What follows belongs to an exercise in optimizing a design on an open flow for small area, a short achievable clock period and few clock cycles; a production flow would make more cautious choices. The RTL was checked by simulation tests, not by an equivalence proof against the original design.

## design/flow/run.sh

```bash
#!/bin/bash
# synth_recipe.tcl (not shown) runs the flow's synth.tcl, then flattens the netlist and writes it again
# the make line also repeats each setting of config.mk as NAME=value (left out here)
make -C /OpenROAD-flow-scripts/flow DESIGN_CONFIG=/design/flow/config.mk WORK_HOME=/design/flow/orfs CLKGATE_MAP_FILE= SYNTH_SCRIPT=/design/flow/synth_recipe.tcl finish
```

## design/flow/config.mk

```make
export PLATFORM = sky130hd
export DESIGN_NAME = systolic_array_tile
export DESIGN_NICKNAME = systolic_array_tile
export VERILOG_FILES = /design/flow/design.v
export SDC_FILE = /design/flow/constraint.sdc
export NUM_CORES = 4
export LEC_CHECK = 0
export CAP_MARGIN = 20
export CORE_MARGIN = 2
export CORE_UTILIZATION = 60
export CTS_CLUSTER_DIAMETER = 80
export CTS_CLUSTER_SIZE = 25
export SETUP_SLACK_MARGIN = 3.8
export SLEW_MARGIN = 20
export SYNTH_HIERARCHICAL = 1
export TNS_END_PERCENT = 0
```

## design/flow/constraint.sdc

```tcl
create_clock -name core_clock -period 6.5 [get_ports {clk_i}]
set_input_delay 1.3000 -clock core_clock [delete_from_list [all_inputs] [get_ports {clk_i}]]
set_output_delay 1.3000 -clock core_clock [all_outputs]
set_load 0.01 [all_outputs]
```

## design/flow/design.v

```verilog
module systolic_array_tile #(
    parameter int unsigned ROWS   = 4,
    parameter int unsigned COLS   = 4,
    parameter int unsigned DATA_W = 8,
    parameter int unsigned ACC_W  = 32,
    parameter int unsigned MAX_K  = 256,
    parameter int unsigned K_W    = $clog2(MAX_K + 1),
    localparam int unsigned ROW_W = (ROWS > 1) ? $clog2(ROWS) : 1
) (
    input  logic                    clk_i,
    input  logic                    rst_ni,
    input  logic                    start_i,
    input  logic [K_W-1:0]          k_len_i,
    output logic                    busy_o,
    input  logic                    op_valid_i,
    output logic                    op_ready_o,
    input  logic [ROWS*DATA_W-1:0]  a_i,
    input  logic [COLS*DATA_W-1:0]  b_i,
    output logic                    c_valid_o,
    input  logic                    c_ready_i,
    output logic [COLS*ACC_W-1:0]   c_o,
    output logic [ROW_W-1:0]        c_row_o,
    output logic                    c_last_o,
    output logic                    done_o
);
    localparam int unsigned RES_W = 24;    
    localparam logic [ROW_W-1:0] LAST_ROW = ROW_W'(ROWS - 1);
    logic               r_busy;
    logic               r_op_ready;
    logic               r_c_valid;
    logic               r_c_last;
    logic               r_done;
    logic               r_pend;      
    logic               r_pend2;     
    logic [K_W-1:0]     r_cnt;       
    logic [ROW_W-1:0]   r_row;
    logic w_start, w_accept, w_last_beat, w_take_row;
    assign w_start     = !r_busy && start_i;
    assign w_accept    = r_op_ready && op_valid_i;
    assign w_last_beat = w_accept && (r_cnt == K_W'(1));
    assign w_take_row  = r_c_valid && c_ready_i;
    logic               n_busy, n_op_ready, n_c_valid, n_c_last, n_done, n_pend;
    logic [K_W-1:0]     n_cnt;
    logic [ROW_W-1:0]   n_row;
    always_comb begin
        n_busy     = r_busy;
        n_op_ready = r_op_ready;
        n_c_valid  = r_c_valid;
        n_c_last   = r_c_last;
        n_done     = 1'b0;
        n_pend     = (w_start && (k_len_i == '0)) || w_last_beat;
        n_cnt      = r_cnt;
        n_row      = r_row;
        if (w_start) begin
            n_busy     = 1'b1;
            n_cnt      = k_len_i;
            n_op_ready = (k_len_i != '0);
        end
        if (w_accept) begin
            n_cnt = r_cnt - 1'b1;
            if (w_last_beat) n_op_ready = 1'b0;
        end
        if (r_pend2) begin
            n_c_valid = 1'b1;
            n_c_last  = (LAST_ROW == '0);
            n_row     = '0;
        end
        if (w_take_row) begin
            n_row    = r_row + 1'b1;
            n_c_last = (r_row == LAST_ROW - 1'b1);
            if (r_row == LAST_ROW) begin
                n_c_valid = 1'b0;
                n_c_last  = 1'b0;
                n_busy    = 1'b0;
                n_done    = 1'b1;
            end
        end
    end
    always_ff @(posedge clk_i or negedge rst_ni) begin
        if (!rst_ni) begin
            r_busy     <= 1'b0;
            r_op_ready <= 1'b0;
            r_c_valid  <= 1'b0;
            r_c_last   <= 1'b0;
            r_done     <= 1'b0;
            r_pend     <= 1'b0;
            r_pend2    <= 1'b0;
            r_cnt      <= '0;
            r_row      <= '0;
        end else begin
            r_busy     <= n_busy;
            r_op_ready <= n_op_ready;
            r_c_valid  <= n_c_valid;
            r_c_last   <= n_c_last;
            r_done     <= n_done;
            r_pend     <= n_pend;
            r_pend2    <= r_pend;
            r_cnt      <= n_cnt;
            r_row      <= n_row;
        end
    end
    logic [ROW_W+3:0] w_port_q;
    sa_ff #(.W(ROW_W + 4)) u_port (
        .clk_i  (clk_i),
        .rst_ni (rst_ni),
        .d      ({n_row, n_c_last, n_c_valid, n_op_ready, n_busy}),
        .q      (w_port_q)
    );
    logic [DATA_W-1:0] r_a  [ROWS];
    logic [3:0]        r_bo [COLS];
    logic [3:0]        r_bt [COLS];
    logic [3:0]        r_bn [COLS];
    always_ff @(posedge clk_i) begin
        for (int r = 0; r < ROWS; r++) r_a[r] <= a_i[r*DATA_W +: DATA_W];
    end
    for (genvar c = 0; c < COLS; c++) begin : g_benc
        logic [DATA_W:0] w_bx;    
        logic [3:0]      w_bo, w_bt, w_bn;
        assign w_bx = {b_i[c*DATA_W +: DATA_W], 1'b0};
        for (genvar m = 0; m < 4; m++) begin : g_dig
            assign w_bo[m] = w_bx[2*m+1] ^ w_bx[2*m];
            assign w_bt[m] = (w_bx[2*m+2] & ~w_bx[2*m+1] & ~w_bx[2*m])
                           | (~w_bx[2*m+2] & w_bx[2*m+1] & w_bx[2*m]);
            assign w_bn[m] = w_bx[2*m+2];
        end
        always_ff @(posedge clk_i) begin
            r_bo[c] <= w_accept ? w_bo : '0;
            r_bt[c] <= w_accept ? w_bt : '0;
            r_bn[c] <= w_accept ? w_bn : '0;
        end
    end
    localparam int unsigned NB = 7;      
    logic [RES_W-1:0] w_vn  [ROWS][COLS];
    logic [NB-1:0]    w_cyn [ROWS][COLS];
    for (genvar r = 0; r < ROWS; r++) begin : g_row
        for (genvar c = 0; c < COLS; c++) begin : g_col
            sa_mac u_mac (
                .clk_i  (clk_i),
                .rst_ni (rst_ni),
                .start  (w_start),
                .a      (r_a[r]),
                .bo     (r_bo[c]),
                .bt     (r_bt[c]),
                .bn     (r_bn[c]),
                .vn     (w_vn[r][c]),
                .cyn    (w_cyn[r][c])
            );
        end
    end
    for (genvar c = 0; c < COLS; c++) begin : g_out
        logic [ROWS*RES_W-1:0] w_vn_col;
        logic [ROWS*NB-1:0]    w_cyn_col;
        logic [RES_W-1:0]      w_c;
        for (genvar r = 0; r < ROWS; r++) begin : g_r
            assign w_vn_col[r*RES_W +: RES_W] = w_vn[r][c];
            assign w_cyn_col[r*NB +: NB]      = w_cyn[r][c];
        end
        sa_out u_out (
            .clk_i  (clk_i),
            .rst_ni (rst_ni),
            .pend   (r_pend),
            .pend2  (r_pend2),
            .take   (w_take_row),
            .vn     (w_vn_col),
            .cyn    (w_cyn_col),
            .c      (w_c)
        );
        assign c_o[c*ACC_W +: ACC_W] = {{(ACC_W-RES_W){w_c[RES_W-1]}}, w_c};
    end
    assign busy_o     = w_port_q[0];
    assign op_ready_o = w_port_q[1];
    assign c_valid_o  = w_port_q[2];
    assign c_last_o   = w_port_q[3];
    assign c_row_o    = w_port_q[ROW_W+3:4];
    assign done_o     = r_done;
endmodule
module sa_out #(
    parameter int unsigned ROWS  = 4,
    parameter int unsigned RES_W = 24,
    parameter int unsigned NB    = 7
) (
    input  logic                   clk_i,
    input  logic                   rst_ni,
    input  logic                   pend,     
    input  logic                   pend2,    
    input  logic                   take,     
    input  logic [ROWS*RES_W-1:0]  vn,       
    input  logic [ROWS*NB-1:0]     cyn,      
    output logic [RES_W-1:0]       c
);
    logic [ROWS-1:0]  r_sel;    
    logic [RES_W-1:0] r_c;
    logic [RES_W-1:0] w_vsel;
    logic [NB-1:0]    w_csel;
    logic [RES_W-1:0] w_cy;
    always_ff @(posedge clk_i or negedge rst_ni) begin
        if (!rst_ni) begin
            r_sel <= '0;
        end else if (pend) begin
            r_sel <= ROWS'(1);
        end else if (pend2 || take) begin
            r_sel <= r_sel << 1;
        end
    end
    always_comb begin
        w_vsel = '0;
        w_csel = '0;
        for (int r = 0; r < ROWS; r++) begin
            if (r_sel[r]) begin
                w_vsel = w_vsel | ~vn[r*RES_W +: RES_W];
                w_csel = w_csel | ~cyn[r*NB +: NB];
            end
        end
    end
    assign w_cy = {1'b0, 1'b0, 1'b0, 1'b0, 1'b0, 1'b0, 1'b0, w_csel[6], 1'b0, w_csel[5], 1'b0, w_csel[4], 1'b0, w_csel[3], 1'b0, w_csel[2], 1'b0, w_csel[1], 1'b0, w_csel[0], 1'b0, 1'b0, 1'b0, 1'b0};    
    always_ff @(posedge clk_i) begin
        if (pend2 || take) r_c <= w_vsel + w_cy;
    end
    assign c = r_c;
endmodule
module sa_ff #(
    parameter int unsigned W = 1
) (
    input  logic         clk_i,
    input  logic         rst_ni,
    input  logic [W-1:0] d,
    output logic [W-1:0] q
);
    always_ff @(posedge clk_i or negedge rst_ni) begin
        if (!rst_ni) q <= '0;
        else         q <= d;
    end
endmodule
module sa_mac (
    input  logic        clk_i,
    input  logic        rst_ni,
    input  logic        start,    
    input  logic [7:0]  a,
    input  logic [3:0]  bo,       
    input  logic [3:0]  bt,       
    input  logic [3:0]  bn,       
    output logic [23:0] vn,        
    output logic [6:0]  cyn        
);
    logic          r_clr;    
    logic [23:0] r_vn;
    logic [6:0]  r_cyn;
    logic [23:0] w_vn;
    logic [6:0]  w_cyn;
    always_ff @(posedge clk_i or negedge rst_ni) begin
        if (!rst_ni) r_clr <= 1'b0;
        else         r_clr <= start;
    end
    always_ff @(posedge clk_i) begin
        r_vn  <= w_vn;
        r_cyn <= w_cyn;
    end
    assign vn  = r_vn;
    assign cyn = r_cyn;
    wire   clr = r_clr;
    wire pp_0_0 = ~(bo[0] & a[0]) ^ bn[0];
    wire pp_0_1 = ~((bo[0] & a[1]) | (bt[0] & a[0])) ^ bn[0];
    wire pp_0_2 = ~((bo[0] & a[2]) | (bt[0] & a[1])) ^ bn[0];
    wire pp_0_3 = ~((bo[0] & a[3]) | (bt[0] & a[2])) ^ bn[0];
    wire pp_0_4 = ~((bo[0] & a[4]) | (bt[0] & a[3])) ^ bn[0];
    wire pp_0_5 = ~((bo[0] & a[5]) | (bt[0] & a[4])) ^ bn[0];
    wire pp_0_6 = ~((bo[0] & a[6]) | (bt[0] & a[5])) ^ bn[0];
    wire pp_0_7 = ~((bo[0] & a[7]) | (bt[0] & a[6])) ^ bn[0];
    wire pp_0_8 = ~(~((bo[0] & a[7]) | (bt[0] & a[7])) ^ bn[0]);
    wire nbn_0 = ~bn[0];
    wire pp_1_0 = ~(bo[1] & a[0]) ^ bn[1];
    wire pp_1_1 = ~((bo[1] & a[1]) | (bt[1] & a[0])) ^ bn[1];
    wire pp_1_2 = ~((bo[1] & a[2]) | (bt[1] & a[1])) ^ bn[1];
    wire pp_1_3 = ~((bo[1] & a[3]) | (bt[1] & a[2])) ^ bn[1];
    wire pp_1_4 = ~((bo[1] & a[4]) | (bt[1] & a[3])) ^ bn[1];
    wire pp_1_5 = ~((bo[1] & a[5]) | (bt[1] & a[4])) ^ bn[1];
    wire pp_1_6 = ~((bo[1] & a[6]) | (bt[1] & a[5])) ^ bn[1];
    wire pp_1_7 = ~((bo[1] & a[7]) | (bt[1] & a[6])) ^ bn[1];
    wire pp_1_8 = ~(~((bo[1] & a[7]) | (bt[1] & a[7])) ^ bn[1]);
    wire nbn_1 = ~bn[1];
    wire pp_2_0 = ~(bo[2] & a[0]) ^ bn[2];
    wire pp_2_1 = ~((bo[2] & a[1]) | (bt[2] & a[0])) ^ bn[2];
    wire pp_2_2 = ~((bo[2] & a[2]) | (bt[2] & a[1])) ^ bn[2];
    wire pp_2_3 = ~((bo[2] & a[3]) | (bt[2] & a[2])) ^ bn[2];
    wire pp_2_4 = ~((bo[2] & a[4]) | (bt[2] & a[3])) ^ bn[2];
    wire pp_2_5 = ~((bo[2] & a[5]) | (bt[2] & a[4])) ^ bn[2];
    wire pp_2_6 = ~((bo[2] & a[6]) | (bt[2] & a[5])) ^ bn[2];
    wire pp_2_7 = ~((bo[2] & a[7]) | (bt[2] & a[6])) ^ bn[2];
    wire pp_2_8 = ~(~((bo[2] & a[7]) | (bt[2] & a[7])) ^ bn[2]);
    wire nbn_2 = ~bn[2];
    wire pp_3_0 = ~(bo[3] & a[0]) ^ bn[3];
    wire pp_3_1 = ~((bo[3] & a[1]) | (bt[3] & a[0])) ^ bn[3];
    wire pp_3_2 = ~((bo[3] & a[2]) | (bt[3] & a[1])) ^ bn[3];
    wire pp_3_3 = ~((bo[3] & a[3]) | (bt[3] & a[2])) ^ bn[3];
    wire pp_3_4 = ~((bo[3] & a[4]) | (bt[3] & a[3])) ^ bn[3];
    wire pp_3_5 = ~((bo[3] & a[5]) | (bt[3] & a[4])) ^ bn[3];
    wire pp_3_6 = ~((bo[3] & a[6]) | (bt[3] & a[5])) ^ bn[3];
    wire pp_3_7 = ~((bo[3] & a[7]) | (bt[3] & a[6])) ^ bn[3];
    wire pp_3_8 = ~(~((bo[3] & a[7]) | (bt[3] & a[7])) ^ bn[3]);
    wire nbn_3 = ~bn[3];
    wire [23:0] vg_n = r_vn | {24{clr}};
    wire [6:0] cg_n = r_cyn | {7{clr}};
    wire vg_0 = vg_n[0];
    wire vg_1 = vg_n[1];
    wire vg_2 = vg_n[2];
    wire vg_3 = vg_n[3];
    wire vg_4 = vg_n[4];
    wire vg_5 = vg_n[5];
    wire vg_6 = vg_n[6];
    wire vg_7 = vg_n[7];
    wire vg_8 = vg_n[8];
    wire vg_9 = vg_n[9];
    wire vg_10 = vg_n[10];
    wire vg_11 = vg_n[11];
    wire vg_12 = vg_n[12];
    wire vg_13 = vg_n[13];
    wire vg_14 = vg_n[14];
    wire vg_15 = vg_n[15];
    wire cg_0 = cg_n[0];
    wire cg_1 = cg_n[1];
    wire cg_2 = cg_n[2];
    wire cg_3 = cg_n[3];
    wire cg_4 = cg_n[4];
    wire cg_5 = cg_n[5];
    wire cg_6 = cg_n[6];
    wire [7:0] hi_n = vg_n[23:16] + 1'b1;
    wire hi_16 = hi_n[0];
    wire hi_17 = hi_n[1];
    wire hi_18 = hi_n[2];
    wire hi_19 = hi_n[3];
    wire hi_20 = hi_n[4];
    wire hi_21 = hi_n[5];
    wire hi_22 = hi_n[6];
    wire hi_23 = hi_n[7];
    wire hs0, hc0;
    wire hs1, hc1;
    wire fs0, fc0;
    wire hs2, hc2;
    wire fs1, fc1;
    wire hs3, hc3;
    wire fs2, fc2;
    wire fs3, fc3;
    wire fs4, fc4;
    wire fs5, fc5;
    wire fs6, fc6;
    wire fs7, fc7;
    wire fs8, fc8;
    wire hs4, hc4;
    wire fs9, fc9;
    wire hs5, hc5;
    wire hs6, hc6;
    wire hs7, hc7;
    wire fs10, fc10;
    wire fs11, fc11;
    wire fs12, fc12;
    wire fs13, fc13;
    wire fs14, fc14;
    wire fs15, fc15;
    wire fs16, fc16;
    wire fs17, fc17;
    wire fs18, fc18;
    wire fs19, fc19;
    wire hs8, hc8;
    wire hs9, hc9;
    wire hs10, hc10;
    wire fs20, fc20;
    wire fs21, fc21;
    wire fs22, fc22;
    wire fs23, fc23;
    wire fs24, fc24;
    wire fs25, fc25;
    wire fs26, fc26;
    wire fs27, fc27;
    wire fs28, fc28;
    wire fs29, fc29;
    wire fs30, fc30;
    wire fs31, fc31;
    wire fs32, fc32;
    wire fs33, fc33;
    wire hs11, hc11;
    assign hs0 = ~(nbn_3 ^ vg_6);
    assign hc0 = nbn_3 | vg_6;
    assign hs1 = ~vg_8;
    assign hc1 = vg_8;
    sa_fa u_fs0 (.x(nbn_2), .y(vg_4), .z(cg_0), .s(fs0), .c(fc0));
    assign hs2 = ~(vg_5 ^ pp_0_5);
    assign hc2 = vg_5 | pp_0_5;
    sa_fa u_fs1 (.x(cg_1), .y(hs0), .z(pp_0_6), .s(fs1), .c(fc1));
    assign hs3 = ~(pp_1_4 ^ pp_2_2);
    assign hc3 = pp_1_4 | pp_2_2;
    wire fs2_t;
    sa_x2 u_fs2_t (.a(vg_7), .b(hc0), .y(fs2_t));
    sa_x2 u_fs2_s (.a(fs2_t), .b(pp_0_7), .y(fs2));
    sa_mx u_fs2_c (.s(fs2_t), .d1(pp_0_7), .d0(vg_7), .y(fc2));
    wire fs3_t;
    sa_x2 u_fs3_t (.a(pp_1_5), .b(pp_2_3), .y(fs3_t));
    sa_x2 u_fs3_s (.a(fs3_t), .b(pp_3_1), .y(fs3));
    sa_mx u_fs3_c (.s(fs3_t), .d1(pp_3_1), .d0(pp_1_5), .y(fc3));
    wire fs4_t;
    sa_x2 u_fs4_t (.a(cg_2), .b(hs1), .y(fs4_t));
    sa_x2 u_fs4_s (.a(fs4_t), .b(pp_0_8), .y(fs4));
    sa_mx u_fs4_c (.s(fs4_t), .d1(pp_0_8), .d0(cg_2), .y(fc4));
    sa_fa u_fs5 (.x(pp_1_6), .y(pp_2_4), .z(pp_3_2), .s(fs5), .c(fc5));
    sa_ha u_fs6 (.x(vg_9), .y(hc1), .s(fs6), .c(fc6));
    sa_fa u_fs7 (.x(pp_1_7), .y(pp_2_5), .z(pp_3_3), .s(fs7), .c(fc7));
    sa_fa u_fs8 (.x(vg_10), .y(cg_3), .z(pp_1_8), .s(fs8), .c(fc8));
    assign hs4 = ~(pp_2_6 ^ pp_3_4);
    assign hc4 = pp_2_6 | pp_3_4;
    sa_ha u_fs9 (.x(vg_11), .y(pp_2_7), .s(fs9), .c(fc9));
    assign hs5 = ~(vg_12 ^ cg_4);
    assign hc5 = vg_12 | cg_4;
    assign hs6 = ~(nbn_1 ^ vg_2);
    assign hc6 = nbn_1 | vg_2;
    assign hs7 = ~(vg_3 ^ pp_0_3);
    assign hc7 = vg_3 | pp_0_3;
    sa_fa u_fs10 (.x(pp_0_4), .y(pp_1_2), .z(pp_2_0), .s(fs10), .c(fc10));
    sa_fa u_fs11 (.x(pp_1_3), .y(pp_2_1), .z(fc0), .s(fs11), .c(fc11));
    sa_fa u_fs12 (.x(pp_3_0), .y(hc2), .z(hs3), .s(fs12), .c(fc12));
    wire fs13_t;
    sa_x2 u_fs13_t (.a(hc3), .b(fs2), .y(fs13_t));
    sa_x2 u_fs13_s (.a(fs13_t), .b(fc1), .y(fs13));
    sa_mx u_fs13_c (.s(fs13_t), .d1(fc1), .d0(hc3), .y(fc13));
    wire fs14_t;
    sa_x2 u_fs14_t (.a(fs4), .b(fc2), .y(fs14_t));
    sa_x2 u_fs14_s (.a(fs14_t), .b(fc3), .y(fs14));
    sa_mx u_fs14_c (.s(fs14_t), .d1(fc3), .d0(fs4), .y(fc14));
    wire fs15_t;
    sa_x2 u_fs15_t (.a(fs6), .b(fc5), .y(fs15_t));
    sa_x2 u_fs15_s (.a(fs15_t), .b(fc4), .y(fs15));
    sa_mx u_fs15_c (.s(fs15_t), .d1(fc4), .d0(fs6), .y(fc15));
    wire fs16_t;
    sa_x2 u_fs16_t (.a(hs4), .b(fc6), .y(fs16_t));
    sa_x2 u_fs16_s (.a(fs16_t), .b(fc7), .y(fs16));
    sa_mx u_fs16_c (.s(fs16_t), .d1(fc7), .d0(hs4), .y(fc16));
    sa_fa u_fs17 (.x(pp_3_5), .y(hc4), .z(fc8), .s(fs17), .c(fc17));
    sa_fa u_fs18 (.x(hs5), .y(pp_2_8), .z(pp_3_6), .s(fs18), .c(fc18));
    sa_ha u_fs19 (.x(vg_13), .y(hc5), .s(fs19), .c(fc19));
    assign hs8 = ~(vg_14 ^ cg_5);
    assign hc8 = vg_14 | cg_5;
    assign hs9 = ~(nbn_0 ^ vg_0);
    assign hc9 = nbn_0 | vg_0;
    assign hs10 = ~(vg_1 ^ pp_0_1);
    assign hc10 = vg_1 | pp_0_1;
    sa_fa u_fs20 (.x(hs6), .y(pp_0_2), .z(pp_1_0), .s(fs20), .c(fc20));
    sa_fa u_fs21 (.x(hc6), .y(pp_1_1), .z(hs7), .s(fs21), .c(fc21));
    sa_fa u_fs22 (.x(hc7), .y(fs0), .z(fs10), .s(fs22), .c(fc22));
    sa_fa u_fs23 (.x(hs2), .y(fc10), .z(fs11), .s(fs23), .c(fc23));
    sa_fa u_fs24 (.x(fs1), .y(fc11), .z(fs12), .s(fs24), .c(fc24));
    wire fs25_t;
    sa_x2 u_fs25_t (.a(fs3), .b(fc12), .y(fs25_t));
    sa_x2 u_fs25_s (.a(fs25_t), .b(fs13), .y(fs25));
    sa_mx u_fs25_c (.s(fs25_t), .d1(fs13), .d0(fs3), .y(fc25));
    wire fs26_t;
    sa_x2 u_fs26_t (.a(fs5), .b(fc13), .y(fs26_t));
    sa_x2 u_fs26_s (.a(fs26_t), .b(fs14), .y(fs26));
    sa_mx u_fs26_c (.s(fs26_t), .d1(fs14), .d0(fs5), .y(fc26));
    wire fs27_t;
    sa_x2 u_fs27_t (.a(fs7), .b(fs15), .y(fs27_t));
    sa_x2 u_fs27_s (.a(fs27_t), .b(fc14), .y(fs27));
    sa_mx u_fs27_c (.s(fs27_t), .d1(fc14), .d0(fs7), .y(fc27));
    wire fs28_t;
    sa_x2 u_fs28_t (.a(fs8), .b(fs16), .y(fs28_t));
    sa_x2 u_fs28_s (.a(fs28_t), .b(fc15), .y(fs28));
    sa_mx u_fs28_c (.s(fs28_t), .d1(fc15), .d0(fs8), .y(fc28));
    wire fs29_t;
    sa_x2 u_fs29_t (.a(fs9), .b(fc16), .y(fs29_t));
    sa_x2 u_fs29_s (.a(fs29_t), .b(fs17), .y(fs29));
    sa_mx u_fs29_c (.s(fs29_t), .d1(fs17), .d0(fs9), .y(fc29));
    wire fs30_t;
    sa_x2 u_fs30_t (.a(fc9), .b(fs18), .y(fs30_t));
    sa_x2 u_fs30_s (.a(fs30_t), .b(fc17), .y(fs30));
    sa_mx u_fs30_c (.s(fs30_t), .d1(fc17), .d0(fc9), .y(fc30));
    sa_fa u_fs31 (.x(pp_3_7), .y(fs19), .z(fc18), .s(fs31), .c(fc31));
    sa_fa u_fs32 (.x(hs8), .y(pp_3_8), .z(fc19), .s(fs32), .c(fc32));
    sa_ha u_fs33 (.x(vg_15), .y(hc8), .s(fs33), .c(fc33));
    assign hs11 = ~(cg_6 ^ hi_16);
    assign hc11 = cg_6 | hi_16;
    wire [23:0] row_x = {hi_23, hi_22, hi_21, hi_20, hi_19, hi_18, hc11, fc33, fc32, fc31, fc30, fc29, fc28, fc27, fc26, fc25, fc24, fc23, fc22, fc21, fc20, hc10, hc9, hs9};
    wire [23:0] row_y = {1'b1, 1'b1, 1'b1, 1'b1, 1'b1, 1'b1, hi_17, hs11, fs33, fs32, fs31, fs30, fs29, fs28, fs27, fs26, fs25, fs24, fs23, fs22, fs21, fs20, hs10, pp_0_0};
    wire bp_0, bc_1;
    sa_x2 u_bp_0 (.a(row_x[0]), .b(row_y[0]), .y(bp_0));
    wire bp_1, bc_2;
    sa_x2 u_bp_1 (.a(row_x[1]), .b(row_y[1]), .y(bp_1));
    wire bp_2, bc_3;
    sa_x2 u_bp_2 (.a(row_x[2]), .b(row_y[2]), .y(bp_2));
    wire bp_3, bc_4;
    sa_x2 u_bp_3 (.a(row_x[3]), .b(row_y[3]), .y(bp_3));
    wire bg_0 = row_x[0] | row_y[0];
    wire bg_1 = row_x[1] & row_y[1];
    wire bg_2 = row_x[2] & row_y[2];
    wire bg_3 = row_x[3] & row_y[3];
    assign bc_1 = (bg_0);
    assign bc_2 = (bg_0 & bp_1) | (bg_1);
    assign bc_3 = (bg_0 & bp_1 & bp_2) | (bg_1 & bp_2) | (bg_2);
    assign bc_4 = (bg_0 & bp_1 & bp_2 & bp_3) | (bg_1 & bp_2 & bp_3) | (bg_2 & bp_3) | (bg_3);
    assign w_vn[0] = ~bp_0;
    sa_x2 u_bs_1 (.a(bp_1), .b(bc_1), .y(w_vn[1]));
    sa_x2 u_bs_2 (.a(bp_2), .b(bc_2), .y(w_vn[2]));
    sa_x2 u_bs_3 (.a(bp_3), .b(bc_3), .y(w_vn[3]));
    assign w_cyn[0] = bc_4;
    wire bp_4, bc_5;
    sa_x2 u_bp_4 (.a(row_x[4]), .b(row_y[4]), .y(bp_4));
    wire bp_5, bc_6;
    sa_x2 u_bp_5 (.a(row_x[5]), .b(row_y[5]), .y(bp_5));
    wire bg_4 = row_x[4] | row_y[4];
    wire bg_5 = row_x[5] & row_y[5];
    assign bc_5 = (bg_4);
    assign bc_6 = (bg_4 & bp_5) | (bg_5);
    assign w_vn[4] = ~bp_4;
    sa_x2 u_bs_5 (.a(bp_5), .b(bc_5), .y(w_vn[5]));
    assign w_cyn[1] = bc_6;
    wire bp_6, bc_7;
    sa_x2 u_bp_6 (.a(row_x[6]), .b(row_y[6]), .y(bp_6));
    wire bp_7, bc_8;
    sa_x2 u_bp_7 (.a(row_x[7]), .b(row_y[7]), .y(bp_7));
    wire bg_6 = row_x[6] | row_y[6];
    wire bg_7 = row_x[7] & row_y[7];
    assign bc_7 = (bg_6);
    assign bc_8 = (bg_6 & bp_7) | (bg_7);
    assign w_vn[6] = ~bp_6;
    sa_x2 u_bs_7 (.a(bp_7), .b(bc_7), .y(w_vn[7]));
    assign w_cyn[2] = bc_8;
    wire bp_8, bc_9;
    sa_x2 u_bp_8 (.a(row_x[8]), .b(row_y[8]), .y(bp_8));
    wire bp_9, bc_10;
    sa_x2 u_bp_9 (.a(row_x[9]), .b(row_y[9]), .y(bp_9));
    wire bg_8 = row_x[8] | row_y[8];
    wire bg_9 = row_x[9] & row_y[9];
    assign bc_9 = (bg_8);
    assign bc_10 = (bg_8 & bp_9) | (bg_9);
    assign w_vn[8] = ~bp_8;
    sa_x2 u_bs_9 (.a(bp_9), .b(bc_9), .y(w_vn[9]));
    assign w_cyn[3] = bc_10;
    wire bp_10, bc_11;
    sa_x2 u_bp_10 (.a(row_x[10]), .b(row_y[10]), .y(bp_10));
    wire bp_11, bc_12;
    sa_x2 u_bp_11 (.a(row_x[11]), .b(row_y[11]), .y(bp_11));
    wire bg_10 = row_x[10] | row_y[10];
    wire bg_11 = row_x[11] & row_y[11];
    assign bc_11 = (bg_10);
    assign bc_12 = (bg_10 & bp_11) | (bg_11);
    assign w_vn[10] = ~bp_10;
    sa_x2 u_bs_11 (.a(bp_11), .b(bc_11), .y(w_vn[11]));
    assign w_cyn[4] = bc_12;
    wire bp_12, bc_13;
    sa_x2 u_bp_12 (.a(row_x[12]), .b(row_y[12]), .y(bp_12));
    wire bp_13, bc_14;
    sa_x2 u_bp_13 (.a(row_x[13]), .b(row_y[13]), .y(bp_13));
    wire bg_12 = row_x[12] | row_y[12];
    wire bg_13 = row_x[13] & row_y[13];
    assign bc_13 = (bg_12);
    assign bc_14 = (bg_12 & bp_13) | (bg_13);
    assign w_vn[12] = ~bp_12;
    sa_x2 u_bs_13 (.a(bp_13), .b(bc_13), .y(w_vn[13]));
    assign w_cyn[5] = bc_14;
    wire bp_14, bc_15;
    sa_x2 u_bp_14 (.a(row_x[14]), .b(row_y[14]), .y(bp_14));
    wire bp_15, bc_16;
    sa_x2 u_bp_15 (.a(row_x[15]), .b(row_y[15]), .y(bp_15));
    wire bg_14 = row_x[14] | row_y[14];
    wire bg_15 = row_x[15] & row_y[15];
    assign bc_15 = (bg_14);
    assign bc_16 = (bg_14 & bp_15) | (bg_15);
    assign w_vn[14] = ~bp_14;
    sa_x2 u_bs_15 (.a(bp_15), .b(bc_15), .y(w_vn[15]));
    assign w_cyn[6] = bc_16;
    assign w_vn[23:16] = row_x[23:16] + row_y[23:16] + 8'(1);
endmodule
module sa_fa (input logic x, input logic y, input logic z, output logic s, output logic c);
    assign s = x ^ y ^ z;
    assign c = (x & y) | (x & z) | (y & z);
endmodule
module sa_x2 (input logic a, input logic b, output logic y);
    assign y = a ^ b;
endmodule
module sa_mx (input logic s, input logic d1, input logic d0, output logic y);
    assign y = s ? d1 : d0;
endmodule
module sa_ha (input logic x, input logic y, output logic s, output logic c);
    assign s = x ^ y;
    assign c = x & y;
endmodule
```

==> results of run 1 <==
## cell usage after synthesis (all sizes together) (34+ instances only)
master  count  share of area [%]
xor2     1232                 17
a22oi     464                5.4
clkbuf    365                2.1
dfxtp     576                 18
nor3       49               0.51
xnor2     348                4.8
buf        75               0.85
dfrtp      56                2.2
a211oi     34               0.52
nand2b     87               0.85
fa        288                9.0
o21ai      99                1.1
nor2      320                1.9
nand3      40               0.44
or2       400                3.9
a22o      112                1.5
inv       612                3.6
edfxtp     96                4.5
ha        324                6.3
o22ai     176                1.7
a21oi      70               0.55
mux2      224                5.3
nor2b      84               0.87
nand2     144               0.84
## area by class of cell
cell class | instances | share of cell area (%)
Clock inverter | 35 | 0.5399
Timing Repair inverter | 21 | 0.2021
Inverter | 612 | 3.154
Sequential cell | 728 | 21.29
Timing Repair Buffer | 610 | 9.234
Antenna cell | 2 | 0.006625
Clock buffer | 54 | 1.676
Tap cell | 1391 | 2.304
Multi-Input combinational cell | 4914 | 61.59
## routing by layer
metal  vias to the layer above  part of all wire [%]
li1                      22810                     -
met1                     25160                    42
met2                      2255                    44
met3                       509                   9.4
met4                         4                   4.9
met5                         -                 0.013
## cells by family after synthesis
kind of cell,count (synthesis),synth area share (%)
adders and majority gates,612,15.33
and+or+nand+nor,1342,12.65
muxes,237,5.454
AOI/OAI and AO/OA,1143,13.70
buffers and inverters,1052,6.573
DFF,728,24.69
xor gates and xnor gates,1580,21.60
## per-module statistics from Yosys (local to each module, per instance), a selection
module               area, um^2  copies in the design
sa_fa                     20.02                   272
sa_ha                     12.51                    64
systolic_array_tile        3388                     1
sa_x2                     8.758                   816
sa_mac                     2176                    16
sa_mx                     15.01                   208
sa_out                     2296                     4
## stage by stage
step / hold WS, ns / setup WS, ns / area (um^2) / instances
floorplan: 0.4687 / 3.583 / 65450 / 6694
CTS: 0.5535 / 3.524 / 73510 / 8271
detailed placement: 0.5317 / 2.510 / 67570 / 7948
global placement: 0.4983 / 2.563 / 67570 / 7948
finish: 0.5481 / 3.451 / 75540 / 8367
global route: 0.5907 / 3.392 / 75540 / 8365
## critical path: stages, from the launching register on
cell,delay [ns]
dfxtp_4,0.39
bufbuf_16,0.32
a22oi_1,0.27
xor2_1,0.30
xor2_2,0.26
mux2_4,0.34
mux2_4,0.28
mux2_4,0.27
or2_2,0.30
a22o_1,0.18
## sequential cells by signal, indices dropped and copies added (netlist names), 6 cells and up
| register | count |
|---|---|
| g_row.g_col.u_mac.r_vn | 384 |
| r_a | 32 |
| r_cnt | 9 |
| u_port.q | 6 |
| g_out.u_out.r_sel | 16 |
| r_bn | 16 |
| r_bo | 16 |
| r_bt | 16 |
| g_out.u_out.r_c | 96 |
| g_row.g_col.u_mac.r_clr | 16 |
| g_row.g_col.u_mac.r_cyn | 112 |
## worst max-delay path by stage
stage                             startpoint                                to  slack [ns]  cells past startpoint
5_1_grt              g_out[3].u_out.r_sel[1]            g_out[3].u_out.r_c[23]        3.39                     10
2_1_floorplan  g_row[0].g_col[0].u_mac.r_clr  g_row[0].g_col[0].u_mac.r_cyn[3]        3.58                     14
3_5_place_dp                       c_ready_i            g_out[1].u_out.r_c[23]        2.51                      5
4_1_cts                            r_a[3][3]  g_row[3].g_col[3].u_mac.r_cyn[4]        3.52                     14
3_3_place_gp                       c_ready_i            g_out[3].u_out.r_c[20]        2.56                      5
6_report                           r_a[0][5]  g_row[0].g_col[0].u_mac.r_cyn[4]        3.45                      9
## cell usage in the layout, fill, tap and decap left out, types with 144 or more instances in the layout
cell type,instances
fa_1,239
nand2_1,144
xor2_2,172
dfxtp_1,513
o22ai_1,176
xnor2_1,347
mux2_4,224
ha_1,302
clkdlybuf4s50_1,163
xor2_1,1044
inv_1,554
buf_4,244
nor2_1,284
a22oi_1,397
or2_2,393
## repair_timing
item / CTS / global route
pin swaps: 92 / 130
endpoints found under the setup margin: 633 / 574
buffers inserted: 193 / 78
hold endpoints to repair: 0 / 0
resized for setup: 472 / 207
gates cloned: 41 / 16
==> results.cfg, run 1 <==
[flow_run]
cap_violations = 0

[layout]
fin_nets = 7626
areaGrowthSynthToFinish_pct = 17.94
drive_gt1_share_pct = 26.46
regArea_mm2 = 0.01609
final_util_pct = 71.56
fillers = 7956
multiInputGateArea_mm2 = 0.04653

[sta]
worst_pin_slew_ns = 1.035
rsz0062_at_grt = yes
fmaxAchievable_mhz = 328.0
hold_viol_final = 0
final_max_slew_viol_count = 0
post-route-period-util_pct = 46.91
fin_setup_tns_ns = 0
slew-limit-headroom_pct = 31.03
period_minus_slack_ns = 3.049
setup_viol = 0
fin_skew_ns = 0.03487

[worst_setup_path]
r2r_start = r_a[0][5]
crit_path_start_kind = flip-flop
reg2reg_to = g_row[0].g_col[0].u_mac.r_cyn[4]
end_kind = flip-flop
rrSetupSlack_ns = 3.45
critPathMaxFanout = 8
r2r_cells = 9
cp_data_arrival_time_ns = 3.62
crit_required_ns = 7.07
crit_type = flip-flop to flip-flop

[cts]
cts_tree = built
cts.clk_slew.worst_paths_ns = 0.09
cts_buffers = 49
clock_latency_ns = 0.70
cts_buffer_depth = 3
root_buffer = clkbuf_16
hold_buffers = 0
htreeDepth = 2
cts_sinks = 728

[global_routing]
grt.busiest_layer = met2
overflow = 0
grt_pass1_wl_um = 300500
use_met2_pct = 56.32
grt_use_met1_pct = 49.43
grt_pass1_vias = 50060
grt_max_degree = 57
antenna_found_initial = 7
met3_usage_pct = 5.929
grtUsageTotal_pct = 35.98

[routing]
drt_iter0_markers = 4896
drt_pass1_iterations = 6
vias = 50730
drc = 0
wirelength_um = 206300
antenna_left = 0
wl_per_cell_um = 24.66
via_per_inst = 6.063

[min_path]
hp-class = flip-flop to flip-flop
hold_path_end = r_busy
hold_start = r_busy
whs_path_depth = 2

[synthesis]
syn_area_mm2 = 0.06405
synth_ff_type = dfxtp_1
synth_seq_area_share_pct = 24.69
synth_warnings = 20
async_flop_share_pct = 7.692
ys_seq_elements = 728
avgSynthCellArea_um2 = 9.568
synthDistinctLibCells = 79
synth_edf_count = 96
syn_nets = 7384
syn_inst = 6694

[floorplanning]
start_util_pct = 60.67
rows = 119
die_h_um = 330.7
die_w_um = 330.7
io_pins = 213
core_mm2 = 0.1056
dieArea_mm2 = 0.1094

[place]
place_hpwl_um = 121800
gp_congestion = 0.9049
portBuffers = 212

[run_status]
status = finished clean
Testbench counts, summed over its fixed seeds: cycles 10,800.
==> run 2: changes to the inputs <==
--- a/design/flow/config.mk
+++ b/design/flow/config.mk
@@ -7,9 +7,9 @@
 export LEC_CHECK = 0
 export CAP_MARGIN = 20
 export CORE_MARGIN = 2
-export CORE_UTILIZATION = 60
-export CTS_CLUSTER_DIAMETER = 80
-export CTS_CLUSTER_SIZE = 25
+export CORE_UTILIZATION = 70
+export CTS_CLUSTER_DIAMETER = 60
+export CTS_CLUSTER_SIZE = 20
 export SETUP_SLACK_MARGIN = 3.8
 export SLEW_MARGIN = 20
 export SYNTH_HIERARCHICAL = 1
==> results.cfg, run 2 <==
[run_status]
status = finished clean

[cts]
cts_buffer_depth = 3
clock_latency_ns = 0.71
hold_buffers = 0
root_buffer = clkbuf_16
cts_tree = built
cts_buffers = 80
htreeDepth = 3
cts_sinks = 728
cts.clk_slew.worst_paths_ns = 0.08

[layout]
reg.largest.list = g_row.g_col.u_mac.r_vn x384, g_row.g_col.u_mac.r_cyn x112, g_out.u_out.r_c x96
drive_gt1_share_pct = 29.52
final_common_cell = xor2_1
final_util_pct = 86.95
fin_cells = 8291
areaGrowthSynthToFinish_pct = 22.57
top_register = g_row.g_col.u_mac.r_vn
final_cell_mix = xor2_1, inv_1, dfxtp_1
fin_nets = 7727
largest_reg_flops = 384

[synthesis]
synth_seq_area_share_pct = 24.69
synth_edf_count = 96
syn_nets = 7384
async_flop_share_pct = 7.692
synth_warnings = 20
synthMostInstantiatedCell = xor2_1
syn_inst = 6694
synthTopCellsByCount = xor2_1, inv_1, dfxtp_1, a22oi_1, or2_2
avgSynthCellArea_um2 = 9.568
yosys-top-cells-area = dfxtp_1, xor2_1, fa_1, ha_1, a22oi_1
ys_seq_elements = 728
netlist.area_leader.share_pct = 18.00
synth_ff_type = dfxtp_1
syn_area_mm2 = 0.06405
yosys.area.top_type = dfxtp_1
synthDistinctLibCells = 79

[floorplanning]
rows = 110
io_pins = 213
die_w_um = 306.5
dieArea_mm2 = 0.09394
die_h_um = 306.5
core_mm2 = 0.09029
start_util_pct = 70.94

[global_routing]
grt_pass1_wl_um = 309300
antenna_found_initial = 19
overflow = 0
grtUsageTotal_pct = 42.64
grt_pass1_vias = 53570
grt_max_degree = 57

[flow_run]
cap_violations = 0

[routing]
vias = 56080
drc = 0
antenna_left = 0
drt_iter0_markers = 7152
wirelength_um = 234100
via_per_inst = 6.764
wl_per_cell_um = 28.23
drt_pass1_iterations = 10

[worst_setup_path]
crit_family = XOR/XNOR gates
cp_common_cell = xor2_1
critPathMaxFanout = 35
crit_buf_inv = 3
crit_path_start_kind = flip-flop
cpPeakStageDelay_ns = 0.41
critical_path.cell_chain = buf_12 > nor2_2 > ha_2 > inv_2 > xor2_2 > buf_4 > mux2_4 > xor2_4 > xor2_1 > xor2_1 > or2_2 > a22o_1
end_kind = flip-flop
crit_required_ns = 7.07
crit_type = flip-flop to flip-flop
cp_slowest_cell = dfrtp_1
cp_data_arrival_time_ns = 3.78

[sta]
setup_viol = 0
hold_viol_final = 0
rsz0062_at_grt = yes
post-route-period-util_pct = 49.39
fin_setup_tns_ns = 0
final_max_slew_viol_count = 0
fin_skew_ns = 0.03115
worst_slack_ns = 3.290
period_minus_slack_ns = 3.210
worst_pin_slew_ns = 1.283
fmaxAchievable_mhz = 311.5
slew-limit-headroom_pct = 14.49

[min_path]
hp-class = flip-flop to flip-flop

[place]
place_hpwl_um = 118700
pre_cts_ws_ns = 2.641
dp.cells = 7736
portBuffers = 212
gp_congestion = 0.9255
run 2: logic make-up (layout without fill, tap and decap cells):
group	after synthesis	after routing	synth area share, %
AO/OA/AOI/OAI	1143	1143	13.70
XOR/XNOR	1580	1580	21.60
adder cells (fa/ha/maj)	612	612	15.33
buffers and inverters	1052	1462	6.573
flip-flops	728	728	24.69
multiplexers	237	237	5.454
other	0	11	0
AND/OR/NAND/NOR	1342	1342	12.65
run 2: what timing repair did:
| item | CTS | global route |
|---|---|---|
| setup buffers | 182 | 140 |
| pin swaps | 90 | 248 |
| gates resized for setup | 498 | 399 |
| endpoints found under the setup margin | 626 | 558 |
| cloned | 47 | 26 |
run 2: metal layers:
| layer | share of wire [%] | track usage, % | vias up | wire, um |
|---|---|---|---|---|
| met1 | 34 | 53.42 | 27020 | 79910 |
| met4 | 9.5 | 24.99 | 16 | 22190 |
| met5 | 0.077 | 0 | - | 181 |
| met2 | 42 | 65.81 | 4382 | 97840 |
| met3 | 15 | 12.19 | 1618 | 33970 |
| li1 | - | - | 23040 | - |
run 2: worst paths after layout:
check,start,to,slack [ns],cells after the start
min in group asynchronous,rst_ni,g_out[3].u_out.r_sel[3],0.70,1
setup / recovery,g_row[0].g_col[0].u_mac.r_clr,g_row[0].g_col[0].u_mac.r_cyn[3],3.29,12
setup reg to reg,g_row[0].g_col[0].u_mac.r_clr,g_row[0].g_col[0].u_mac.r_cyn[3],3.29,12
max in group asynchronous,rst_ni,g_row[3].g_col[1].u_mac.r_clr,5.04,1
hold reg to reg,r_c_last,r_c_last,0.52,2
hold / removal,r_c_last,r_c_last,0.52,2
run 2: area by class of cell:
cell class              count  area [um^2]
repair inverters           20        151.4
multi-input cells        4914        47660
clock buffers              90         2150
repair buffers            681         7879
inverters                 612         2412
well taps                1176         1471
diodes                     11        27.53
flip-flops and latches    728        16050
clock inverters            59        701.9
fillers                  4448        11780
run 2: worst reg2reg max path, delay by kind of cell (launching register included):
family / cells / cell delay (ns)
buffers and inverters: 3 / 0.37
XOR/XNOR: 4 / 1.00
adder cells (fa/ha/maj): 1 / 0.17
multiplexers: 1 / 0.39
AND/OR/NAND/NOR: 2 / 0.48
flip-flops: 1 / 0.41
AO/OA/AOI/OAI: 1 / 0.27
run 2: modules after synthesis (local to each module, per instance), excerpt:
module / times used / area [um^2]
sa_fa: 272 / 20.02
sa_ha: 64 / 12.51
sa_mac: 16 / 2176
sa_mx: 208 / 15.01
sa_out: 4 / 2296
sa_x2: 816 / 8.758
systolic_array_tile: 1 / 3388
run 2: per-stage QoR:
step                      hold WS (ns)  instance area (um^2)
after floorplan                 0.4687                 65450
after CTS                       0.5254                 74620
after global placement          0.5103                 67310
final                           0.5242                 78510
after detailed placement        0.5031                 67310
after global routing            0.5583                 78480
==> run 3: changes to the inputs <==
--- a/design/flow/design.v
+++ b/design/flow/design.v
@@ -129,7 +129,7 @@
             r_bn[c] <= w_accept ? w_bn : '0;
         end
     end
-    localparam int unsigned NB = 7;      
+    localparam int unsigned NB = 6;      
     logic [RES_W-1:0] w_vn  [ROWS][COLS];
     logic [NB-1:0]    w_cyn [ROWS][COLS];
     for (genvar r = 0; r < ROWS; r++) begin : g_row
@@ -177,7 +177,7 @@
 module sa_out #(
     parameter int unsigned ROWS  = 4,
     parameter int unsigned RES_W = 24,
-    parameter int unsigned NB    = 7
+    parameter int unsigned NB    = 6
 ) (
     input  logic                   clk_i,
     input  logic                   rst_ni,
@@ -212,7 +212,7 @@
             end
         end
     end
-    assign w_cy = {1'b0, 1'b0, 1'b0, 1'b0, 1'b0, 1'b0, 1'b0, w_csel[6], 1'b0, w_csel[5], 1'b0, w_csel[4], 1'b0, w_csel[3], 1'b0, w_csel[2], 1'b0, w_csel[1], 1'b0, w_csel[0], 1'b0, 1'b0, 1'b0, 1'b0};    
+    assign w_cy = {1'b0, 1'b0, 1'b0, 1'b0, 1'b0, 1'b0, 1'b0, w_csel[5], 1'b0, 1'b0, 1'b0, w_csel[4], 1'b0, w_csel[3], 1'b0, w_csel[2], 1'b0, w_csel[1], 1'b0, w_csel[0], 1'b0, 1'b0, 1'b0, 1'b0};    
     always_ff @(posedge clk_i) begin
         if (pend2 || take) r_c <= w_vsel + w_cy;
     end
@@ -240,13 +240,13 @@
     input  logic [3:0]  bt,       
     input  logic [3:0]  bn,       
     output logic [23:0] vn,        
-    output logic [6:0]  cyn        
+    output logic [5:0]  cyn        
 );
     logic          r_clr;    
     logic [23:0] r_vn;
-    logic [6:0]  r_cyn;
+    logic [5:0]  r_cyn;
     logic [23:0] w_vn;
-    logic [6:0]  w_cyn;
+    logic [5:0]  w_cyn;
     always_ff @(posedge clk_i or negedge rst_ni) begin
         if (!rst_ni) r_clr <= 1'b0;
         else         r_clr <= start;
@@ -299,7 +299,7 @@
     wire pp_3_8 = ~(~((bo[3] & a[7]) | (bt[3] & a[7])) ^ bn[3]);
     wire nbn_3 = ~bn[3];
     wire [23:0] vg_n = r_vn | {24{clr}};
-    wire [6:0] cg_n = r_cyn | {7{clr}};
+    wire [5:0] cg_n = r_cyn | {6{clr}};
     wire vg_0 = vg_n[0];
     wire vg_1 = vg_n[1];
     wire vg_2 = vg_n[2];
@@ -322,7 +322,6 @@
     wire cg_3 = cg_n[3];
     wire cg_4 = cg_n[4];
     wire cg_5 = cg_n[5];
-    wire cg_6 = cg_n[6];
     wire [7:0] hi_n = vg_n[23:16] + 1'b1;
     wire hi_16 = hi_n[0];
     wire hi_17 = hi_n[1];
@@ -362,7 +361,6 @@
     wire fs19, fc19;
     wire hs8, hc8;
     wire hs9, hc9;
-    wire hs10, hc10;
     wire fs20, fc20;
     wire fs21, fc21;
     wire fs22, fc22;
@@ -376,7 +374,7 @@
     wire fs30, fc30;
     wire fs31, fc31;
     wire fs32, fc32;
-    wire fs33, fc33;
+    wire hs10, hc10;
     wire hs11, hc11;
     assign hs0 = ~(nbn_3 ^ vg_6);
     assign hc0 = nbn_3 | vg_6;
@@ -435,12 +433,10 @@
     sa_fa u_fs17 (.x(pp_3_5), .y(hc4), .z(fc8), .s(fs17), .c(fc17));
     sa_fa u_fs18 (.x(hs5), .y(pp_2_8), .z(pp_3_6), .s(fs18), .c(fc18));
     sa_ha u_fs19 (.x(vg_13), .y(hc5), .s(fs19), .c(fc19));
-    assign hs8 = ~(vg_14 ^ cg_5);
-    assign hc8 = vg_14 | cg_5;
-    assign hs9 = ~(nbn_0 ^ vg_0);
-    assign hc9 = nbn_0 | vg_0;
-    assign hs10 = ~(vg_1 ^ pp_0_1);
-    assign hc10 = vg_1 | pp_0_1;
+    assign hs8 = ~(nbn_0 ^ vg_0);
+    assign hc8 = nbn_0 | vg_0;
+    assign hs9 = ~(vg_1 ^ pp_0_1);
+    assign hc9 = vg_1 | pp_0_1;
     sa_fa u_fs20 (.x(hs6), .y(pp_0_2), .z(pp_1_0), .s(fs20), .c(fc20));
     sa_fa u_fs21 (.x(hc6), .y(pp_1_1), .z(hs7), .s(fs21), .c(fc21));
     sa_fa u_fs22 (.x(hc7), .y(fs0), .z(fs10), .s(fs22), .c(fc22));
@@ -471,12 +467,13 @@
     sa_x2 u_fs30_s (.a(fs30_t), .b(fc17), .y(fs30));
     sa_mx u_fs30_c (.s(fs30_t), .d1(fc17), .d0(fc9), .y(fc30));
     sa_fa u_fs31 (.x(pp_3_7), .y(fs19), .z(fc18), .s(fs31), .c(fc31));
-    sa_fa u_fs32 (.x(hs8), .y(pp_3_8), .z(fc19), .s(fs32), .c(fc32));
-    sa_ha u_fs33 (.x(vg_15), .y(hc8), .s(fs33), .c(fc33));
-    assign hs11 = ~(cg_6 ^ hi_16);
-    assign hc11 = cg_6 | hi_16;
-    wire [23:0] row_x = {hi_23, hi_22, hi_21, hi_20, hi_19, hi_18, hc11, fc33, fc32, fc31, fc30, fc29, fc28, fc27, fc26, fc25, fc24, fc23, fc22, fc21, fc20, hc10, hc9, hs9};
-    wire [23:0] row_y = {1'b1, 1'b1, 1'b1, 1'b1, 1'b1, 1'b1, hi_17, hs11, fs33, fs32, fs31, fs30, fs29, fs28, fs27, fs26, fs25, fs24, fs23, fs22, fs21, fs20, hs10, pp_0_0};
+    sa_fa u_fs32 (.x(vg_14), .y(pp_3_8), .z(fc19), .s(fs32), .c(fc32));
+    assign hs10 = ~vg_15;
+    assign hc10 = vg_15;
+    assign hs11 = ~(cg_5 ^ hi_16);
+    assign hc11 = cg_5 | hi_16;
+    wire [23:0] row_x = {hi_23, hi_22, hi_21, hi_20, hi_19, hi_18, hc11, hc10, fc32, fc31, fc30, fc29, fc28, fc27, fc26, fc25, fc24, fc23, fc22, fc21, fc20, hc9, hc8, hs8};
+    wire [23:0] row_y = {1'b1, 1'b1, 1'b1, 1'b1, 1'b1, 1'b1, hi_17, hs11, hs10, fs32, fs31, fs30, fs29, fs28, fs27, fs26, fs25, fs24, fs23, fs22, fs21, fs20, hs9, pp_0_0};
     wire bp_0, bc_1;
     sa_x2 u_bp_0 (.a(row_x[0]), .b(row_y[0]), .y(bp_0));
     wire bp_1, bc_2;
@@ -546,24 +543,23 @@
     sa_x2 u_bp_12 (.a(row_x[12]), .b(row_y[12]), .y(bp_12));
     wire bp_13, bc_14;
     sa_x2 u_bp_13 (.a(row_x[13]), .b(row_y[13]), .y(bp_13));
+    wire bp_14, bc_15;
+    sa_x2 u_bp_14 (.a(row_x[14]), .b(row_y[14]), .y(bp_14));
+    wire bp_15, bc_16;
+    sa_x2 u_bp_15 (.a(row_x[15]), .b(row_y[15]), .y(bp_15));
     wire bg_12 = row_x[12] | row_y[12];
     wire bg_13 = row_x[13] & row_y[13];
+    wire bg_14 = row_x[14] & row_y[14];
+    wire bg_15 = row_x[15] & row_y[15];
     assign bc_13 = (bg_12);
     assign bc_14 = (bg_12 & bp_13) | (bg_13);
+    assign bc_15 = (bg_12 & bp_13 & bp_14) | (bg_13 & bp_14) | (bg_14);
+    assign bc_16 = (bg_12 & bp_13 & bp_14 & bp_15) | (bg_13 & bp_14 & bp_15) | (bg_14 & bp_15) | (bg_15);
     assign w_vn[12] = ~bp_12;
     sa_x2 u_bs_13 (.a(bp_13), .b(bc_13), .y(w_vn[13]));
-    assign w_cyn[5] = bc_14;
-    wire bp_14, bc_15;
-    sa_x2 u_bp_14 (.a(row_x[14]), .b(row_y[14]), .y(bp_14));
-    wire bp_15, bc_16;
-    sa_x2 u_bp_15 (.a(row_x[15]), .b(row_y[15]), .y(bp_15));
-    wire bg_14 = row_x[14] | row_y[14];
-    wire bg_15 = row_x[15] & row_y[15];
-    assign bc_15 = (bg_14);
-    assign bc_16 = (bg_14 & bp_15) | (bg_15);
-    assign w_vn[14] = ~bp_14;
+    sa_x2 u_bs_14 (.a(bp_14), .b(bc_14), .y(w_vn[14]));
     sa_x2 u_bs_15 (.a(bp_15), .b(bc_15), .y(w_vn[15]));
-    assign w_cyn[6] = bc_16;
+    assign w_cyn[5] = bc_16;
     assign w_vn[23:16] = row_x[23:16] + row_y[23:16] + 8'(1);
 endmodule
 module sa_fa (input logic x, input logic y, input logic z, output logic s, output logic c);
==> results.cfg, run 3 <==
[run_status]
status = finished clean

[worst_setup_path]
cp_data_arrival_time_ns = 3.97
critPathMaxFanout = 15
r2r_cells = 12
crit_required_ns = 7.10
end_kind = flip-flop
reg2reg_to = g_row[3].g_col[0].u_mac.r_vn[9]
r2r_start = r_a[3][6]
rrSetupSlack_ns = 3.18
crit_type = input port to flip-flop
crit_path_start_kind = input port

[place]
dp.cells = 7554
dpl_cell_area_mm2 = 0.06551
gp_congestion = 0.9244
pre_cts_ws_ns = 2.461
portBuffers = 212
place_hpwl_um = 123800

[layout]
fin_cells = 7869
drive_gt1_share_pct = 20.90
design_area_mm2 = 0.07136
top_register = g_row.g_col.u_mac.r_vn
reg.largest.list = g_row.g_col.u_mac.r_vn x384, g_out.u_out.r_c x96, g_row.g_col.u_mac.r_cyn x96
fin_nets = 7287
final_cell_mix = xor2_1, dfxtp_1, inv_1
largest_reg_flops = 384
final_common_cell = xor2_1
areaGrowthSynthToFinish_pct = 13.93
final_util_pct = 80.62

[routing]
antenna_left = 0
wirelength_um = 192000
vias = 50480
via_per_inst = 6.415
drt_pass1_iterations = 6
drt_iter0_markers = 5194
drc = 0
wl_per_cell_um = 24.40

[cts]
cts_buffers = 79
cts_tree = built
cts_sinks = 712
htreeDepth = 3
root_buffer = clkbuf_16
cts.clk_slew.worst_paths_ns = 0.07
cts_buffer_depth = 3
hold_buffers = 0
clock_latency_ns = 0.70

[global_routing]
antenna_found_initial = 6
grtUsageTotal_pct = 40.24
grt_pass1_wl_um = 285300
grt_pass1_vias = 50800
grt_max_degree = 45
overflow = 0

[floorplanning]
die_h_um = 303.1
core_mm2 = 0.08851
start_util_pct = 70.76
rows = 109
dieArea_mm2 = 0.09188
io_pins = 213
die_w_um = 303.1

[synthesis]
syn_area_mm2 = 0.06263
synth_ff_type = dfxtp_1
synthMostInstantiatedCell = xor2_1
synthDistinctLibCells = 74
syn_inst = 6490
synth_warnings = 20
async_flop_share_pct = 7.865
synth_edf_count = 96
synth_seq_area_share_pct = 24.74
yosys.area.top_type = dfxtp_1
synthTopCellsByCount = xor2_1, dfxtp_1, inv_1, a22oi_1, xnor2_1
netlist.area_leader.share_pct = 17.90
syn_nets = 7144
avgSynthCellArea_um2 = 9.650
yosys-top-cells-area = dfxtp_1, xor2_1, fa_1, ha_1, a22oi_1
ys_seq_elements = 712

[sta]
slew-limit-headroom_pct = 19.45
worst_slack_ns = 3.128
fin_setup_tns_ns = 0
final_max_slew_viol_count = 0
hold_ws_ns = 0.5458
worst_pin_slew_ns = 1.208
hold_viol_final = 0
rsz0062_at_grt = yes
fin_skew_ns = 0.02474
setup_viol = 0
post-route-period-util_pct = 51.87
fmaxAchievable_mhz = 296.6
period_minus_slack_ns = 3.372

[flow_run]
cap_violations = 0

[min_path]
hp-class = input port to asynchronous set/reset pin
==> run 3: cell types whose count changed after synthesis, sizes merged, moves of 32 or more <==
cell    delta
or2       -32
ha        -36
clkbuf    -36
inv       -80
nor2      -36
or2b      +40
==> run 3: cells by family (layout without fill, tap and decap cells) <==
family | count (synthesis) | in the layout | synth area share, %
buffers and inverters | 952 | 1162 | 6.243
adder cells (fa/ha/maj) | 576 | 576 | 14.96
flip-flops | 712 | 712 | 24.74
XOR/XNOR | 1596 | 1596 | 22.32
AND/OR/NAND/NOR | 1270 | 1270 | 12.07
multiplexers | 241 | 241 | 5.650
other | 0 | 4 | 0
AO/OA/AOI/OAI | 1143 | 1143 | 14.02
==> run 3: what timing repair did <==
action / 4_1_cts / 5_1_grt
hold endpoints to repair: 0 / 0
setup buffers: 118 / 25
setup endpoints to repair: 633 / 628
pin swaps: 26 / 44
gates resized for setup: 238 / 90
cloned: 10 / 10
==> run 3: layer usage <==
metal / vias up / GRT usage [%] / part of all wire [%]
met3: 653 / 10.09 / 11
met5: - / 0.5694 / 0.045
met4: 4 / 20.81 / 5.5
met1: 24740 / 51.08 / 39
met2: 2873 / 63.55 / 45
li1: 22210 / - / -
==> run 3: worst max path at each step <==
stage,startpoint,endpoint,depth (start not counted)
floorplan,g_row[0].g_col[1].u_mac.r_clr,g_row[0].g_col[1].u_mac.r_cyn[5],12
global placement,c_ready_i,g_out[3].u_out.r_c[4],5
detailed placement,c_ready_i,g_out[2].u_out.r_c[3],5
CTS,r_a[1][5],g_row[1].g_col[3].u_mac.r_cyn[5],13
global route,r_a[1][5],g_row[1].g_col[0].u_mac.r_vn[9],12
finish,start_i,r_cnt[8],6
==> run 3: cell type report <==
cell class              count  area [um^2]
multi-input cells        4826        44020
fillers                  5691        17150
flip-flops and latches    712        15700
repair buffers            475         5180
clock buffers              87         2112
inverters                 536         2078
well taps                1165         1458
clock inverters            61        769.5
repair inverters            3        22.52
diodes                      4        10.01
==> run 3: worst max-delay path: stages <==
cell and delay [ns]:
clkdlybuf4s50_1 0.48, nand2b_1 0.50, inv_1 0.88, buf_4 0.44, a21oi_1 0.12, a211oi_1 0.25
==> run 3: per-module statistics from Yosys, one instance, submodules excluded, a selection <==
module               cells inside  flops+latches  cell area (um^2)
sa_fa                           1              0             20.02
sa_mx                           1              0             15.01
sa_x2                           1              0             8.758
sa_out                        229             28              2286
sa_mac                        244             31              2093
sa_ha                           1              0             12.51
systolic_array_tile           304             98              3388
Testbench counts of run 3, summed over its fixed seeds: cycles 10,800.

==> afterwards: timing with drivers on the ports <==
Ports are ideal in the flow. The routed layouts listed here were re-timed in OpenROAD.
Step 1 (the two cells are an assumption about what drives the block):
set clk [get_ports {clk_i}]
set_driving_cell -lib_cell sky130_fd_sc_hd__clkbuf_16 $clk
set_driving_cell -lib_cell sky130_fd_sc_hd__buf_2 [delete_from_list [all_inputs] $clk]
Step 2 also shifts input and output timing later by t, the mid clock arrival at the registers, as if the neighbouring blocks saw the same clock.
Slacks: ideal / step 1 / step 2; pairs: ideal / step 1.
run | t (ns) | setup slack, ns | worst setup path at the end | cell pins on the clock port's net
run 1 | 0.756 | 3.451 / 3.451 / 2.976 | input to register | 1
run 2 | 0.764 | 3.290 / 3.290 / 2.658 | input to register | 1
run 3 | 0.762 | 3.128 / 3.175 / 2.413 | input to register | 1
After both steps setup and hold are still met in every run listed. The setup slack of run 3, which loses most, moves by +0.047 ns with the drivers and by -0.715 ns with both steps.
